From an optimization exercise on the open Yosys and OpenROAD flow, aimed at a short achievable clock period and few clock cycles per item; shortcuts taken in it are not production practice. In this exercise RTL edits were held to simulation tests only and were not proved equivalent to the original. Power is estimated from default activity; no workload was simulated.

==> flow/design.v <==
`default_nettype none
package spk_out_pkg;
    localparam int FLIT_W      = 59;
    localparam int TYPE_W      = 3;
    localparam int ROUTE_W     = 21;
    localparam int TYPE_MSB    = 58;
    localparam int ROUTE_MSB   = 55;
    localparam int ROUTE_LSB   = 35;
    localparam int NEURON_ID_W = 24;
    localparam int CONT_BIT = 0;
    localparam int DST_ADDR_W = 4;
    localparam int DST_DEPTH  = 16;
    localparam int FIFO_ADDR_W = 4;
    localparam int FIFO_DEPTH  = 16;
    localparam int FIFO_AFULL  = 15;
    localparam int CREDIT_W   = 4;
    localparam int CREDIT_MAX = 15;
    typedef logic [FLIT_W-1:0]      flit_t;
    typedef logic [TYPE_W-1:0]      flit_type_t;
    typedef logic [ROUTE_W-1:0]     route_t;
    typedef logic [NEURON_ID_W-1:0] neuron_id_t;
    typedef logic [DST_ADDR_W-1:0]  dst_addr_t;
    typedef logic [FIFO_ADDR_W-1:0] fifo_addr_t;
    typedef logic [CREDIT_W-1:0]    credit_t;
    localparam flit_type_t SPIKE    = 3'b000;
    localparam flit_type_t DATA     = 3'b001;
    localparam flit_type_t DATA_END = 3'b010;
    localparam flit_type_t WRITE    = 3'b110;
    localparam flit_type_t READ     = 3'b111;
    typedef enum logic [1:0] {
        S_IDLE,
        S_WAIT,
        S_SEND
    } send_state_t;
endpackage
`default_nettype wire
`timescale 1ns/1ns
`default_nettype none
import spk_out_pkg::*;
module dst_ram (
    input  wire                   clk,
    input  wire                   wr_en,
    input  spk_out_pkg::dst_addr_t wr_addr,
    input  spk_out_pkg::route_t    wr_data,
    input  wire                   rd_en,
    input  spk_out_pkg::dst_addr_t rd_addr,
    output spk_out_pkg::route_t    rd_data
);
    spk_out_pkg::route_t mem [0:DST_DEPTH-1];
    always_ff @(posedge clk) begin
        if (wr_en) begin
            mem[wr_addr] <= wr_data;
        end
    end
    always_ff @(posedge clk) begin
        if (rd_en) begin
            rd_data <= mem[rd_addr];
        end
    end
endmodule
`default_nettype wire
`timescale 1ns/1ns
`default_nettype none
import spk_out_pkg::*;
module data_fifo (
    input  wire                 clk,
    input  wire                 rst_n,
    input  wire                 wr_en,
    input  wire                 rd_en,
    input  spk_out_pkg::flit_t  din,
    output spk_out_pkg::flit_t  dout,
    output logic                almost_full,
    output logic                empty
);
    spk_out_pkg::flit_t                  mem [0:FIFO_DEPTH-1];
    spk_out_pkg::fifo_addr_t             wr_ptr;
    spk_out_pkg::fifo_addr_t             rd_ptr;
    logic [FIFO_ADDR_W:0]   count;
    logic                   full;
    logic                   do_wr;
    logic                   do_rd;
    assign full        = (count == FIFO_DEPTH);
    assign empty       = (count == '0);
    assign almost_full = (count >= FIFO_AFULL);
    assign do_wr = wr_en && !full;
    assign do_rd = rd_en && !empty;
    always_ff @(posedge clk) begin
        if (do_wr) begin
            mem[wr_ptr] <= din;
        end
    end
    always_ff @(posedge clk) begin
        if (do_rd) begin
            dout <= mem[rd_ptr];
        end
    end
    always_ff @(posedge clk or negedge rst_n) begin
        if (!rst_n) begin
            wr_ptr <= '0;
            rd_ptr <= '0;
            count  <= '0;
        end else begin
            if (do_wr) begin
                wr_ptr <= wr_ptr + 1'b1;
            end
            if (do_rd) begin
                rd_ptr <= rd_ptr + 1'b1;
            end
            if (do_wr && !do_rd) begin
                count <= count + 1'b1;
            end else if (do_rd && !do_wr) begin
                count <= count - 1'b1;
            end
        end
    end
endmodule
`default_nettype wire
`timescale 1ns/1ns
`default_nettype none
import spk_out_pkg::*;
module spike_ingress (
    input  wire                     clk,
    input  wire                     rst_n,
    input  wire                     soma_fire,
    input  spk_out_pkg::neuron_id_t neuron_id,
    input  wire                     config_we,
    input  spk_out_pkg::flit_t      config_flit,
    output logic                    config_full,
    input  wire                     pop,
    output spk_out_pkg::flit_t      pop_data,
    output logic                    empty
);
    logic  push;
    spk_out_pkg::flit_t push_data;
    spk_out_pkg::flit_t spike_flit;
    always_comb begin
        spike_flit                        = '0;
        spike_flit[TYPE_MSB:ROUTE_MSB+1]  = SPIKE;
        spike_flit[NEURON_ID_W-1:0]       = neuron_id;
    end
    assign push      = soma_fire || config_we;
    assign push_data = soma_fire ? spike_flit : config_flit;
    data_fifo i_data_fifo (
        .clk         (clk),
        .rst_n       (rst_n),
        .wr_en       (push),
        .rd_en       (pop),
        .din         (push_data),
        .dout        (pop_data),
        .almost_full (config_full),
        .empty       (empty)
    );
endmodule
`default_nettype wire
`timescale 1ns/1ns
`default_nettype none
import spk_out_pkg::*;
module flit_sender (
    input  wire                     clk,
    input  wire                     rst_n,
    output logic                    pop,
    input  spk_out_pkg::flit_t      pop_data,
    input  wire                     empty,
    input  wire                     credit_in,
    output logic                    flit_out_wr,
    output spk_out_pkg::flit_t      flit_out,
    input  wire                     dst_we,
    input  spk_out_pkg::dst_addr_t  dst_waddr,
    input  spk_out_pkg::route_t     dst_wdata,
    input  wire                     dst_re,
    input  spk_out_pkg::dst_addr_t  dst_raddr,
    output spk_out_pkg::route_t     dst_rdata
);
    spk_out_pkg::send_state_t state;
    spk_out_pkg::send_state_t state_nxt;
    spk_out_pkg::credit_t     credit;
    spk_out_pkg::dst_addr_t   dst_addr;
    spk_out_pkg::dst_addr_t   tbl_raddr;
    logic        tbl_re;
    logic        more_dst;
    logic        can_send;
    spk_out_pkg::flit_type_t  out_type;
    spk_out_pkg::flit_type_t  in_type;
    assign out_type = flit_out[TYPE_MSB:ROUTE_MSB+1];
    assign in_type  = pop_data[TYPE_MSB:ROUTE_MSB+1];
    assign more_dst = (out_type != READ) && flit_out[ROUTE_LSB+CONT_BIT];
    assign can_send = (credit != '0);
    assign flit_out_wr = (state == S_SEND);
    always_comb begin
        state_nxt = state;
        pop       = 1'b0;
        tbl_re    = 1'b0;
        tbl_raddr = '0;
        case (state)
            S_IDLE: begin
                if (!empty) begin
                    pop       = 1'b1;
                    tbl_re    = 1'b1;
                    state_nxt = S_WAIT;
                end
            end
            S_WAIT: begin
                if (can_send) begin
                    state_nxt = S_SEND;
                end
            end
            S_SEND: begin
                if (more_dst) begin
                    tbl_re    = 1'b1;
                    tbl_raddr = dst_addr + 1'b1;
                    state_nxt = S_WAIT;
                end else if (!empty) begin
                    pop       = 1'b1;
                    tbl_re    = 1'b1;
                    state_nxt = S_WAIT;
                end else begin
                    state_nxt = S_IDLE;
                end
            end
            default: begin
                state_nxt = S_IDLE;
            end
        endcase
    end
    always_ff @(posedge clk or negedge rst_n) begin
        if (!rst_n) begin
            state    <= S_IDLE;
            dst_addr <= '0;
        end else begin
            state <= state_nxt;
            if (tbl_re || flit_out_wr) begin
                dst_addr <= tbl_raddr;
            end
        end
    end
    always_ff @(posedge clk or negedge rst_n) begin
        if (!rst_n) begin
            flit_out <= '0;
        end else if ((state == S_WAIT) && can_send) begin
            if (in_type == READ) begin
                flit_out <= pop_data;
            end else begin
                flit_out <= {in_type, dst_rdata, pop_data[ROUTE_LSB-1:0]};
            end
        end
    end
    always_ff @(posedge clk or negedge rst_n) begin
        if (!rst_n) begin
            credit <= spk_out_pkg::credit_t'(CREDIT_MAX);
        end else begin
            case ({credit_in, flit_out_wr})
                2'b10:   credit <= credit + 1'b1;
                2'b01:   credit <= credit - 1'b1;
                default: credit <= credit;
            endcase
        end
    end
    dst_ram i_dst_ram (
        .clk     (clk),
        .wr_en   (dst_we),
        .wr_addr (dst_waddr),
        .wr_data (dst_wdata),
        .rd_en   (tbl_re || dst_re),
        .rd_addr (tbl_re ? tbl_raddr : dst_raddr),
        .rd_data (dst_rdata)
    );
endmodule
`default_nettype wire
`timescale 1ns/1ns
`default_nettype none
import spk_out_pkg::*;
module spk_out (
    input  wire                     clk,
    input  wire                     rst_n,
    input  wire                     soma_fire,
    input  spk_out_pkg::neuron_id_t neuron_id,
    input  wire                     config_we,
    input  spk_out_pkg::flit_t      config_flit,
    output logic                    config_full,
    input  wire                     credit_in,
    output logic                    flit_out_wr,
    output spk_out_pkg::flit_t      flit_out,
    input  wire                     dst_we,
    input  spk_out_pkg::dst_addr_t  dst_waddr,
    input  spk_out_pkg::route_t     dst_wdata,
    input  wire                     dst_re,
    input  spk_out_pkg::dst_addr_t  dst_raddr,
    output spk_out_pkg::route_t     dst_rdata
);
    logic  pop;
    spk_out_pkg::flit_t pop_data;
    logic  empty;
    spike_ingress i_spike_ingress (
        .clk         (clk),
        .rst_n       (rst_n),
        .soma_fire   (soma_fire),
        .neuron_id   (neuron_id),
        .config_we   (config_we),
        .config_flit (config_flit),
        .config_full (config_full),
        .pop         (pop),
        .pop_data    (pop_data),
        .empty       (empty)
    );
    flit_sender i_flit_sender (
        .clk         (clk),
        .rst_n       (rst_n),
        .pop         (pop),
        .pop_data    (pop_data),
        .empty       (empty),
        .credit_in   (credit_in),
        .flit_out_wr (flit_out_wr),
        .flit_out    (flit_out),
        .dst_we      (dst_we),
        .dst_waddr   (dst_waddr),
        .dst_wdata   (dst_wdata),
        .dst_re      (dst_re),
        .dst_raddr   (dst_raddr),
        .dst_rdata   (dst_rdata)
    );
endmodule
`default_nettype wire
==> flow/run.sh <==
#!/bin/bash
# synth_recipe.tcl (not shown) runs the flow's synth.tcl, then flattens the netlist and writes it again
# the make line also repeats each setting of config.mk as NAME=value (left out here)
make -C /OpenROAD-flow-scripts/flow DESIGN_CONFIG=/design/flow/config.mk WORK_HOME=/design/flow/orfs CLKGATE_MAP_FILE= SYNTH_SCRIPT=/design/flow/synth_recipe.tcl finish
==> flow/config.mk <==
export PLATFORM = sky130hd
export DESIGN_NAME = spk_out
export DESIGN_NICKNAME = spk_out
export VERILOG_FILES = /design/flow/design.v
export SDC_FILE = /design/flow/constraint.sdc
export NUM_CORES = 4
export LEC_CHECK = 0
export CAP_MARGIN = 20
export CORE_MARGIN = 2
export CORE_UTILIZATION = 40
export SLEW_MARGIN = 20
==> flow/constraint.sdc <==
create_clock -name core_clock -period 4.0 [get_ports {clk}]
set_input_delay 0.8000 -clock core_clock [delete_from_list [all_inputs] [get_ports {clk}]]
set_output_delay 0.8000 -clock core_clock [all_outputs]
set_load 0.01 [all_outputs]
==> results.txt <==
==> metal layers <==
metal	track usage	part of all wire
met1	0.257	0.42
met2	0.320	0.51
met3	0.0326	0.061
met4	0.0505	0.018
met5	0	0.000090
==> stage by stage <==
stage	setup WS [ns]	area, um2	std cells	total power, W
after detailed placement	0.600	60700	4566	0.0341
after floorplan	-0.662	55600	2605	0.0289
final	0.668	65600	4840	0.0473
after global placement	0.671	60700	4566	0.0338
after global routing	0.455	65600	4840	0.0494
after CTS	0.731	65600	4840	0.0479
==> sequential cells by signal, summed over array words and instances (netlist names) <==
register / flops
i_spike_ingress.i_data_fifo.count: 5
i_flit_sender.credit: 4
i_spike_ingress.i_data_fifo.wr_ptr: 4
i_flit_sender.state: 2
i_spike_ingress.i_data_fifo.dout: 59
i_flit_sender.i_dst_ram.rd_data: 21
i_spike_ingress.i_data_fifo.mem: 944
i_spike_ingress.i_data_fifo.rd_ptr: 4
i_flit_sender.dst_addr: 4
i_flit_sender.flit_out: 59
i_flit_sender.i_dst_ram.mem: 336
==> cell families after synthesis <==
kind of cell | after synthesis
buf+inv | 154
compound gates | 171
fa+ha+maj | 16
flops | 1442
mux | 489
xor+xnor | 16
simple gates | 317
==> critical path, stage by stage, from the launching register on <==
cell and delay (ns):
dfrtp_1 0.46, nor4_4 0.42, a21o_2 0.50, a31o_1 0.61, buf_4 0.36, mux4_2 0.54
nand2_1 0.09, nand3_1 0.08
==> cells in the final DEF, fill, tap and decap left out, drive strengths merged, types with 14 or more instances in the layout <==
cell type / Yosys / routed
buf: 69 / 106
mux4: 301 / 301
dfrtp: 78 / 78
mux2: 85 / 85
nand4: 20 / 20
nand2: 174 / 174
clkbuf: 68 / 204
clkdlybuf4s50: 0 / 198
nor2: 31 / 31
nor2b: 35 / 35
mux2i: 103 / 103
o22ai: 17 / 17
o221ai: 16 / 16
nor3: 14 / 14
o21ai: 34 / 34
ha: 14 / 14
inv: 17 / 25
o211ai: 16 / 16
clkinv: 0 / 50
edfxtp: 1360 / 1360
==> power breakdown <==
| part | switching [W] | internal (W) |
|---|---|---|
| Sequential | 0.00133 | 0.0194 |
| Combinational | 0.00680 | 0.00606 |
| Clock | 0.00585 | 0.00791 |
| Total | 0.0140 | 0.0333 |
==> final cells by class <==
cell class              instances  area [um2]
repair buffers                304        3270
inverters                      17        63.8
multi-input cells            1009       12200
clock inverters                70         835
clock buffers                 204        4090
well taps                    1794        2240
flip-flops and latches       1442       42900
fillers                     11100       72100
==> worst max-delay path by stage <==
stage | slack, ns | cells past startpoint | endpoint
2_1_floorplan | -0.66 | 5 | i_spike_ingress.i_data_fifo.mem[7][0]$_DFFE_PP_
3_3_place_gp | 0.67 | 8 | i_flit_sender.i_dst_ram.rd_data[5]$_DFFE_PP_
3_5_place_dp | 0.60 | 7 | i_flit_sender.i_dst_ram.rd_data[15]$_DFFE_PP_
4_1_cts | 0.73 | 7 | i_flit_sender.i_dst_ram.rd_data[14]$_DFFE_PP_
5_1_grt | 0.45 | 6 | i_flit_sender.i_dst_ram.rd_data[19]$_DFFE_PP_
6_report | 0.67 | 7 | i_flit_sender.i_dst_ram.rd_data[14]$_DFFE_PP_
==> metrics.yaml <==
initial_utilization: 0.404
whs_ns: 0.0810
avgSynthCellArea_um2: 21.3
nNetsFinal: 3057
grt_util_all_layers: 0.190
cts_tree: "done"
synth_xor_area_frac: 0.00252
grt_pass1_vias: 28300
rsz0062_at_grt: "false"
root_buffer: "clkbuf_16"
ff2ff_setup_slack_ns: 0.67
grt-ovfl-total: 0
fin_crit_sh: 0.833
synth_seq_cells: 1442
powerDensity_nw_per_um2: 721
synth_top_area_frac: 0.735
tns_ns: 0
wl_per_cell_um: 27.5
startpoint: "i_spike_ingress.i_data_fifo.count[0]$_DFFE_PN0P_"
fp.dieH_um: 377
rows: 136
synth_common_cells: "edfxtp_1 (1360), mux4_2 (301), nand2_1 (174)"
vias_per_cell: 5.56
max_freq_ghz: 0.300
hold_class: "input port to asynchronous set/reset pin"
die_w_um: 377
hold_buffers: 0
io-pin-count: 201
antenna_found_initial: 4
yosys.area_share.simple: 0.0275
mappedNetlistArea_um2: 55600
setup_violations: 0
grt_max_degree: 81
synth_cell_type_count: 74
synth_most_common_cell: "edfxtp_1"
synth-compound-area-share: 0.0235
clkTransAtPathRegs_ns: 0.06
hold_viol: 0
synth_mux_area_frac: 0.158
period_needed_ns: 3.33
ctsResizeCount: 0
synth_top_family_by_area: "multiplexers"
synth.area.top_cells: "edfxtp_1 (73%), mux4_2 (12%), dfrtp_1 (3.5%)"
ys.flop_type: "edfxtp_1"
syn_to_final_growth_pct: 18.0
drt_first_pass_iters: 5
synth_fa_ha_area_frac: 0.00387
path_max_fanout: 22
synth_top_area_cell: "edfxtp_1"
grt_pass1_wl_um: 195000
drive_above_1_share: 0.255
cts_sinks: 1442
dieArea_um2: 142000
synthCells: 2605
skew_ns: 0.0547
critPathLaunchType: "flip-flop"
ys_warn_count: 4
async_reset_ff_frac: 0.0569
wirelength_um: 133000
critPathRequiredTime_ns: 4.51
synth_edf_count: 1360
drcViolationCount: 0
place_hpwl_um: 75200
r2r_cells: 7
r2r-start: "i_spike_ingress.i_data_fifo.count[0]$_DFFE_PN0P_"
io_buffers: 200
cts_setup_buffers: 0
cts_max_path_buffers: 3
htree_num_levels: 4
gp_congestion: 0.791
cap_violations: 0
finalMaxSlewViolations: 0
status: "timing/DRC/antenna clean"
vdd_ir_drop_max_uv: 534
max-slew-margin-rel: 0.309
r2r-end: "i_flit_sender.i_dst_ram.rd_data[14]$_DFFE_PP_"
worstSkewPairLatency_ns: 0.79
antenna_left: 0
synth_nets: 2740
num_antenna_cells: 0
design.core.area_um2: 138000
yosysSeqAreaShare: 0.772
end_kind: "flip-flop"
drt_iter0_markers: 2723
postLayoutCoreUtil: 0.476
critPathArrivalTime_ns: 3.84
route.vias.total: 26900
tightest_slew_ns: 1.03
critPathKind: "flip-flop to flip-flop"
power_leakage_nw: 21.4
cts_made_buffers: 148
Testbench counts, summed over its fixed seeds: cycles 8,222, flits 4,071.

## static timing again, ports no longer ideal
How much do the figures lean on ideal ports? The routed layout below was timed once more, with nothing changed but the port constraints.
Step 1, drivers: a clkbuf_16 drives clk and a buf_2 each remaining input, both assumed.
Step 2 also shifts input and output timing later by t, the mid clock arrival at the registers, as if the neighbouring blocks saw the same clock.
a / b / c = ideal ports / drivers / drivers and shift; a / b = the first two.
t, ns: 0.837
slack for setup (ns): 0.668 / 0.668 / 0.560
worst setup path at the end: input to register
worst register clock-pin slew, ns: 0.06 / 0.06
cell pins on the clock port's net: 1
After both steps setup and hold are still met in this run. The setup slack of this run moves by 0.000 ns with the drivers and by -0.108 ns with both steps.
